What follows belongs to an exercise in optimizing a design on an open flow for small area and few clock cycles; a production flow would make more cautious choices.
RTL that was checked went through simulation tests only; none was proved equivalent to the original.

==> delta: inputs <==
## scale_pitch_quantizer_core
module scale_pitch_quantizer_core
(
   input  logic                 clock,
   input  logic                 reset,
   input  logic                 req_push,
   output logic                 req_full,
   input  logic [NOTE_W-1:0]    req_key,
   output logic                 rsp_empty,
   input  logic                 rsp_pop,
   output logic [NOTE_W-1:0]    rsp_scale_note,
   input  logic                 csr_we,
   input  logic [CSR_IDX_W-1:0] csr_index,
   input  logic [CSR_W-1:0]     csr_wdata
);
clock: 10.0 ns
lec_check: 0
abc_area: 1
cap_margin: 20
core_margin: 2
core_utilization: 40
cts_buf_list: sky130_fd_sc_hd__clkbuf_8
slew_margin: 20
standard.sh (not shown) runs the stock make flow with config.mk's settings and CLKGATE_MAP_FILE= SYNTH_SCRIPT=/design/flow/synth_recipe.tcl, a recipe that flattens the netlist after the stock synthesis.
==> flow/flow/run.sh <==
#!/bin/bash
# The standard layout, with the port buffers made of the smallest buffer cell
# (buf_1) instead of the cell buffer_ports picks by default. The make output
# is kept in standard_make.log; the tools' own logs stay under orfs/logs/.
set -euo pipefail
export BUFFER_PORTS_ARGS="-buffer_cell sky130_fd_sc_hd__buf_1"
bash standard.sh > standard_make.log 2>&1
==> lagoon (differences from delta) <==
--- a/flow/design.v
+++ b/flow/design.v
@@ -3,11 +3,10 @@
    localparam int PATTERN_W = 36;
    localparam int COUNT_W   = 4;
    localparam int CSR_IDX_W = 2;
    localparam int CSR_W     = PATTERN_W;
    localparam int STEPS     = 12;
-   localparam int LEAD_W    = NOTE_W + 3;
    localparam logic [NOTE_W-1:0]  LOWEST_RESET  = 7'd24;
    localparam logic [COUNT_W-1:0] COUNT_RESET   = 4'd7;
    localparam logic [2*STEPS-1:0] STEPS_RESET   = 24'h000545;
    localparam logic [CSR_IDX_W-1:0] CSR_BASE_NOTE    = 2'd0;
    localparam logic [CSR_IDX_W-1:0] CSR_STEP_COUNT   = 2'd1;
@@ -69,12 +68,10 @@
    input  logic                  key_take,
    input  logic [NOTE_W-1:0]     key_in,
    input  logic                  note_take,
    output logic                  key_valid,
    output logic                  note_valid,
-   output logic [LEAD_W-1:0]     lead,
-   input  logic [LEAD_W-1:0]     head,
    output logic [NOTE_W-1:0]     note
 );
    logic [NOTE_W-1:0] key;
    logic              key_valid_ff;
    logic              key_move;
@@ -91,10 +88,14 @@
    logic [STEPS/2-1:0] hit;
    logic [1:0]        pos_lo;
    logic [1:0]        step_m1;
    logic [3:0]        into;
    logic [3:0]        size;
+   logic [NOTE_W:0]   lo_dn;
+   logic [NOTE_W:0]   lo_up;
+   logic [3:0]        hi_dn;
+   logic [3:0]        hi_up;
    logic              up;
    logic [NOTE_W:0]   lower;
    logic [NOTE_W:0]   upper;
    function automatic logic [NOTE_W-1:0] reduce(input logic [NOTE_W-1:0] part,
                                                 input logic [5:0] per_n, input int i);
@@ -207,28 +208,34 @@
       end else begin
          pos_lo  = off[1:0];
          step_m1 = m_a;
       end
    end
+   assign hi_dn = addw({4'b0, base_ff[6:4]}, 7'b1111111, 1'b0, 3);
+   assign hi_up = addw({4'b0, base_ff[6:4]}, 7'b0000000, 1'b1, 3);
    always_comb begin
+      logic [2:0] gap;
+      logic       past_top;
       if (octave) begin
          into = rem[3:0];
-         up   = (rem[3:0] >= 4'd6);
+         up   = rem[3] | (rem[2] & rem[1]);
+         gap  = addw({3'b0, 4'd12}, {3'b111, ~rem[3:0]}, 1'b1, 3);
       end else begin
          into = {2'b0, pos_lo};
-         up   = ({into[1:0], 1'b0} > {1'b0, step_m1});
-      end
-      lower = addw(base_ff, {3'b111, ~into}, 1'b1, NOTE_W);
-      lead  = {up, step_m1, lower[NOTE_W-1:0]};
-   end
-   always_comb begin
-      size  = octave ? 4'd12 : {2'b0, head[NOTE_W +: 2]} + 4'd1;
-      upper = addw(head[NOTE_W-1:0], {3'b0, size}, 1'b0, NOTE_W);
-      if (head[LEAD_W-1] && !(upper[NOTE_W] || (&upper[NOTE_W-1:0]))) begin
+         up   = into[1] | (into[0] & !step_m1[1]);
+         gap  = {1'b0, &step_m1 & pos_lo[1] & !pos_lo[0],
+                 !(&step_m1 & pos_lo[1] & !pos_lo[0])};
+      end
+      lo_dn = addw({3'b0, base_ff[3:0]}, {3'b0, ~into}, 1'b1, 4);
+      lo_up = addw({3'b0, base_ff[3:0]}, {4'b0, gap}, 1'b0, 4);
+      lower = {1'b0, lo_dn[4] ? base_ff[6:4] : hi_dn[2:0], lo_dn[3:0]};
+      upper = lo_up[4] ? {hi_up, lo_up[3:0]} : {1'b0, base_ff[6:4], lo_up[3:0]};
+      past_top = upper[NOTE_W] || (&upper[NOTE_W-1:0]);
+      if (up && !past_top) begin
          note = upper[NOTE_W-1:0];
       end else begin
-         note = head[NOTE_W-1:0];
+         note = lower[NOTE_W-1:0];
       end
    end
    assign key_valid  = key_valid_ff;
    assign note_valid = valid_ff;
 endmodule
@@ -247,22 +254,29 @@
    output logic [5:0]            period_n
 );
    logic [COUNT_W-1:0]      count;
    logic [NOTE_W-1:0]       base_w;
    logic [NOTE_W-1:0]       lowest_w;
+   logic [NOTE_W-1:0]       raise;
+   logic                    cy;
    logic [2*STEPS-1:0]      steps_w;
    logic [STEPS-1:0][3:0]   size;
    logic [STEPS/2-1:0][5:0] pair;
    logic [5:0]              sum_all;
    always_comb begin
       base_w = csr_wdata[NOTE_W-1:0];
       if (base_w >= 7'd21) begin
-         lowest_w = base_w;
+         raise = 7'd0;
       end else if (base_w >= 7'd9) begin
-         lowest_w = base_w + 7'd12;
+         raise = 7'd12;
       end else begin
-         lowest_w = base_w + 7'd24;
+         raise = 7'd24;
+      end
+      cy = 1'b0;
+      for (int k = 0; k < NOTE_W; k++) begin
+         lowest_w[k] = base_w[k] ^ raise[k] ^ cy;
+         cy          = (base_w[k] & raise[k]) | (cy & (base_w[k] ^ raise[k]));
       end
       for (int i = 0; i < STEPS; i++) begin
          unique case (csr_wdata[3*i +: 3])
             3'd2:    steps_w[2*i +: 2] = 2'd1;
             3'd3:    steps_w[2*i +: 2] = 2'd2;
@@ -349,12 +363,11 @@
    logic [STEPS/2-2:0][5:0] even;
    logic [5:0]         period_n;
    logic               key_take;
    logic               note_valid;
    logic               note_take;
-   logic [LEAD_W-1:0]  lead;
-   logic [LEAD_W-1:0]  head;
+   logic [NOTE_W-1:0]  note;
    logic               rsp_full;
    logic               key_valid;
    spq_scale_builder u_builder (
       .clock     (clock),
       .reset     (reset),
@@ -381,22 +394,20 @@
       .key_take   (key_take),
       .key_in     (req_key),
       .note_take  (note_take),
       .key_valid  (key_valid),
       .note_valid (note_valid),
-      .lead       (lead),
-      .head       (head),
-      .note       (rsp_scale_note)
+      .note       (note)
    );
    spq_fifo #(
-      .WIDTH (LEAD_W)
+      .WIDTH (NOTE_W)
    ) u_rsp_queue (
       .clock     (clock),
       .reset     (reset),
       .push      (note_take),
-      .push_data (lead),
+      .push_data (note),
       .pop       (rsp_pop),
-      .pop_data  (head),
+      .pop_data  (rsp_scale_note),
       .full      (rsp_full),
       .empty     (rsp_empty)
    );
 endmodule
==> juniper (differences from delta) <==
--- a/flow/design.v
+++ b/flow/design.v
@@ -59,11 +59,11 @@
 #(
    parameter int SPLIT = 2
 ) (
    input  logic                  clock,
    input  logic                  reset,
-   input  logic [NOTE_W-1:0]     lowest_n,
+   input  logic [NOTE_W-1:0]     lowest,
    input  logic                  octave,
    input  logic [2*STEPS-1:0]    steps,
    input  logic [STEPS/2-2:0][5:0] even,
    input  logic [5:0]            period_n,
    input  logic                  key_take,
@@ -119,34 +119,20 @@
             fits = fits & per_n[b];
          end
       end
       reduce = (fits && cy) ? diff : part;
    endfunction
-   function automatic logic [NOTE_W:0] addw(input logic [NOTE_W-1:0] a,
-                                            input logic [NOTE_W-1:0] b,
-                                            input logic cin, input int w);
-      logic cy;
-      cy   = cin;
-      addw = '0;
-      for (int k = 0; k < NOTE_W; k++) begin
-         if (k < w) begin
-            addw[k] = a[k] ^ b[k] ^ cy;
-            cy      = (a[k] & b[k]) | (cy & (a[k] ^ b[k]));
-         end
-      end
-      addw[w] = cy;
-   endfunction
    always_comb begin
-      logic cy;
+      logic bw;
       key_c = key;
-      cy    = 1'b1;
+      bw    = 1'b0;
       for (int b = 0; b < NOTE_W; b++) begin
-         above[b] = key_c[b] ^ lowest_n[b] ^ cy;
-         cy       = (key_c[b] & lowest_n[b]) | (cy & (key_c[b] ^ lowest_n[b]));
+         above[b] = key_c[b] ^ lowest[b] ^ bw;
+         bw       = (!key_c[b] & lowest[b]) | (bw & !(key_c[b] ^ lowest[b]));
       end
-      below   = !cy;
-      base_in = below ? ~lowest_n : key_c;
+      below   = bw;
+      base_in = below ? lowest : key_c;
       part_in = below ? '0 : above;
       for (int i = NOTE_W - 1; i >= SPLIT; i--) begin
          part_in = reduce(part_in, period_n, i);
       end
    end
@@ -167,12 +153,11 @@
          part_ff <= part_in;
       end
    end
    always_comb begin
       logic bw;
-      logic [NOTE_W:0] off;
-      logic [NOTE_W:0] in_b;
+      logic [2:0] off;
       logic [1:0] m_a;
       logic [1:0] m_b;
       logic [2:0] base3;
       rem = part_ff;
       for (int i = SPLIT - 1; i >= 0; i--) begin
@@ -197,14 +182,13 @@
             base3 = base3 | (hit[k] ? even[(k + STEPS / 2 - 2) % (STEPS / 2 - 1)][2:0] : 3'b0);
          end
          m_a = m_a | (hit[k] ? steps[4*k +: 2] : 2'b0);
          m_b = m_b | (hit[k] ? steps[4*k+2 +: 2] : 2'b0);
       end
-      off  = addw({4'b0, rem[2:0]}, {4'b0, ~base3}, 1'b1, 3);
-      in_b = addw({4'b0, off}, {5'b0011111, ~m_a}, 1'b0, 3);
-      if (in_b[3]) begin
-         pos_lo  = in_b[1:0];
+      off = rem[2:0] - base3;
+      if (off > {1'b0, m_a}) begin
+         pos_lo  = off[1:0] - m_a - 2'd1;
          step_m1 = m_b;
       end else begin
          pos_lo  = off[1:0];
          step_m1 = m_a;
       end
@@ -215,17 +199,17 @@
          up   = (rem[3:0] >= 4'd6);
       end else begin
          into = {2'b0, pos_lo};
          up   = ({into[1:0], 1'b0} > {1'b0, step_m1});
       end
-      lower = addw(base_ff, {3'b111, ~into}, 1'b1, NOTE_W);
+      lower = {1'b0, base_ff} - {4'b0, into};
       lead  = {up, step_m1, lower[NOTE_W-1:0]};
    end
    always_comb begin
       size  = octave ? 4'd12 : {2'b0, head[NOTE_W +: 2]} + 4'd1;
-      upper = addw(head[NOTE_W-1:0], {3'b0, size}, 1'b0, NOTE_W);
-      if (head[LEAD_W-1] && !(upper[NOTE_W] || (&upper[NOTE_W-1:0]))) begin
+      upper = {1'b0, head[NOTE_W-1:0]} + {4'b0, size};
+      if (head[LEAD_W-1] && upper < 8'd127) begin
          note = upper[NOTE_W-1:0];
       end else begin
          note = head[NOTE_W-1:0];
       end
    end
@@ -238,11 +222,11 @@
    input  logic                  clock,
    input  logic                  reset,
    input  logic                  csr_we,
    input  logic [CSR_IDX_W-1:0]  csr_index,
    input  logic [CSR_W-1:0]      csr_wdata,
-   output logic [NOTE_W-1:0]     lowest_n,
+   output logic [NOTE_W-1:0]     lowest,
    output logic                  octave,
    output logic [2*STEPS-1:0]    steps,
    output logic [STEPS/2-2:0][5:0] even,
    output logic [5:0]            period_n
 );
@@ -271,16 +255,16 @@
          endcase
       end
    end
    always_ff @(posedge clock) begin
       if (reset) begin
-         lowest_n <= ~LOWEST_RESET;
+         lowest <= LOWEST_RESET;
          count  <= COUNT_RESET;
          steps  <= STEPS_RESET;
       end else if (csr_we) begin
          unique case (csr_index)
-            CSR_BASE_NOTE:    lowest_n <= ~lowest_w;
+            CSR_BASE_NOTE:    lowest <= lowest_w;
             CSR_STEP_COUNT:   count  <= csr_wdata[COUNT_W-1:0];
             CSR_STEP_PATTERN: steps  <= steps_w;
             default: ;
          endcase
       end
@@ -341,11 +325,11 @@
    output logic [NOTE_W-1:0]    rsp_scale_note,
    input  logic                 csr_we,
    input  logic [CSR_IDX_W-1:0] csr_index,
    input  logic [CSR_W-1:0]     csr_wdata
 );
-   logic [NOTE_W-1:0]  lowest_n;
+   logic [NOTE_W-1:0]  lowest;
    logic               octave;
    logic [2*STEPS-1:0] steps;
    logic [STEPS/2-2:0][5:0] even;
    logic [5:0]         period_n;
    logic               key_take;
@@ -359,11 +343,11 @@
       .clock     (clock),
       .reset     (reset),
       .csr_we    (csr_we),
       .csr_index (csr_index),
       .csr_wdata (csr_wdata),
-      .lowest_n  (lowest_n),
+      .lowest    (lowest),
       .octave    (octave),
       .steps     (steps),
       .even      (even),
       .period_n  (period_n)
    );
@@ -371,11 +355,11 @@
    assign key_take  = req_push && !req_full;
    assign note_take = note_valid && !rsp_full;
    spq_note_lookup u_lookup (
       .clock      (clock),
       .reset      (reset),
-      .lowest_n   (lowest_n),
+      .lowest     (lowest),
       .octave     (octave),
       .steps      (steps),
       .even       (even),
       .period_n   (period_n),
       .key_take   (key_take),
- CORE_UTILIZATION: 40 -> 30
==> out/summary.txt <==
status: timing/DRC/antenna clean
worst slack, placed: -130 ps
initial antenna violation count: 1
Non-Clock Buffer Count: 115
Compound-Gate Fraction of Synth Area: 10.4%
post-synthesis cell count: 910
R2R depth: 44
initial DRC count: 334
Post-CTS Resized: 5
Sequential Area: 1950 um2
routed wl met3: 743 um
Source of the figures above: lagoon

==> out/summary.txt <==
Max Clk Rate: 105 MHz
status: timing/DRC/antenna clean
core area: 24,400 um2
worst slack, placed: 57.7 ps
Compound-Gate Fraction of Synth Area: 11.9%
routed wl met3: 724 um
post-synthesis cell count: 943
crit path to: u_lookup.part_ff[4]$_DFFE_PP_
Sequential Area: 2130 um2
Clock buf/inv share: 2.10%
Post-CTS Resized: 0
Non-Clock Buffer Count: 76
initial antenna violation count: 0
initial DRC count: 263
Source of the figures above: juniper

==> out/summary.txt <==
routed wl met3: 720 um
initial DRC count: 348
post-synthesis cell count: 916
Horiz. Die Dim: 140 um
R2R depth: 54
tap cells: 229
syn_area_per_cell: 8.06 um2
status: timing/DRC/antenna clean
Final GP Congestion: 0.969
Syn Nets: 1,080
min Tclk post-route: 9370 ps
Sequential Area: 2130 um2
setup TNS: 0 ps
clk sinks: 86
Non-Clock Buffer Count: 67
Top Metal Used: met4
clk slew on worst S/H paths: 100 ps
Compound-Gate Fraction of Synth Area: 11.5%
Source of the figures above: delta

Testbench counts of delta, summed over its fixed seeds: cycles 9,830.
Testbench counts of juniper, summed over its fixed seeds: cycles 9,830.
Only the layout flow was run in lagoon; the RTL was not checked for function there.

## what the ideal ports hide
The results above use ideal ports. As a check the final layouts listed here were re-extracted and re-timed, cells and wires unchanged.
Step 1, drivers: a clkbuf_16 drives clock and a buf_2 each remaining input, both assumed.
Step 2 times the ports against the registers' clock, not the clock port: input delays grow and output delays shrink by t, the midpoint of the rising clock arrivals with the driver on.
a / b / c = ideal / step 1 / step 2; a / b = the first two.
run | t, ns | setup WS [ns] | hold slack, ns
delta | 0.402 | 0.634 / 0.634 / 0.634 | 0.486 / 0.486 / 0.486
lagoon | 0.395 | 0.394 / 0.394 / 0.394 | 0.494 / 0.494 / 0.494
juniper | 0.422 | 0.517 / 0.517 / 0.517 | 0.485 / 0.485 / 0.485
After both steps every run listed still meets setup and hold.
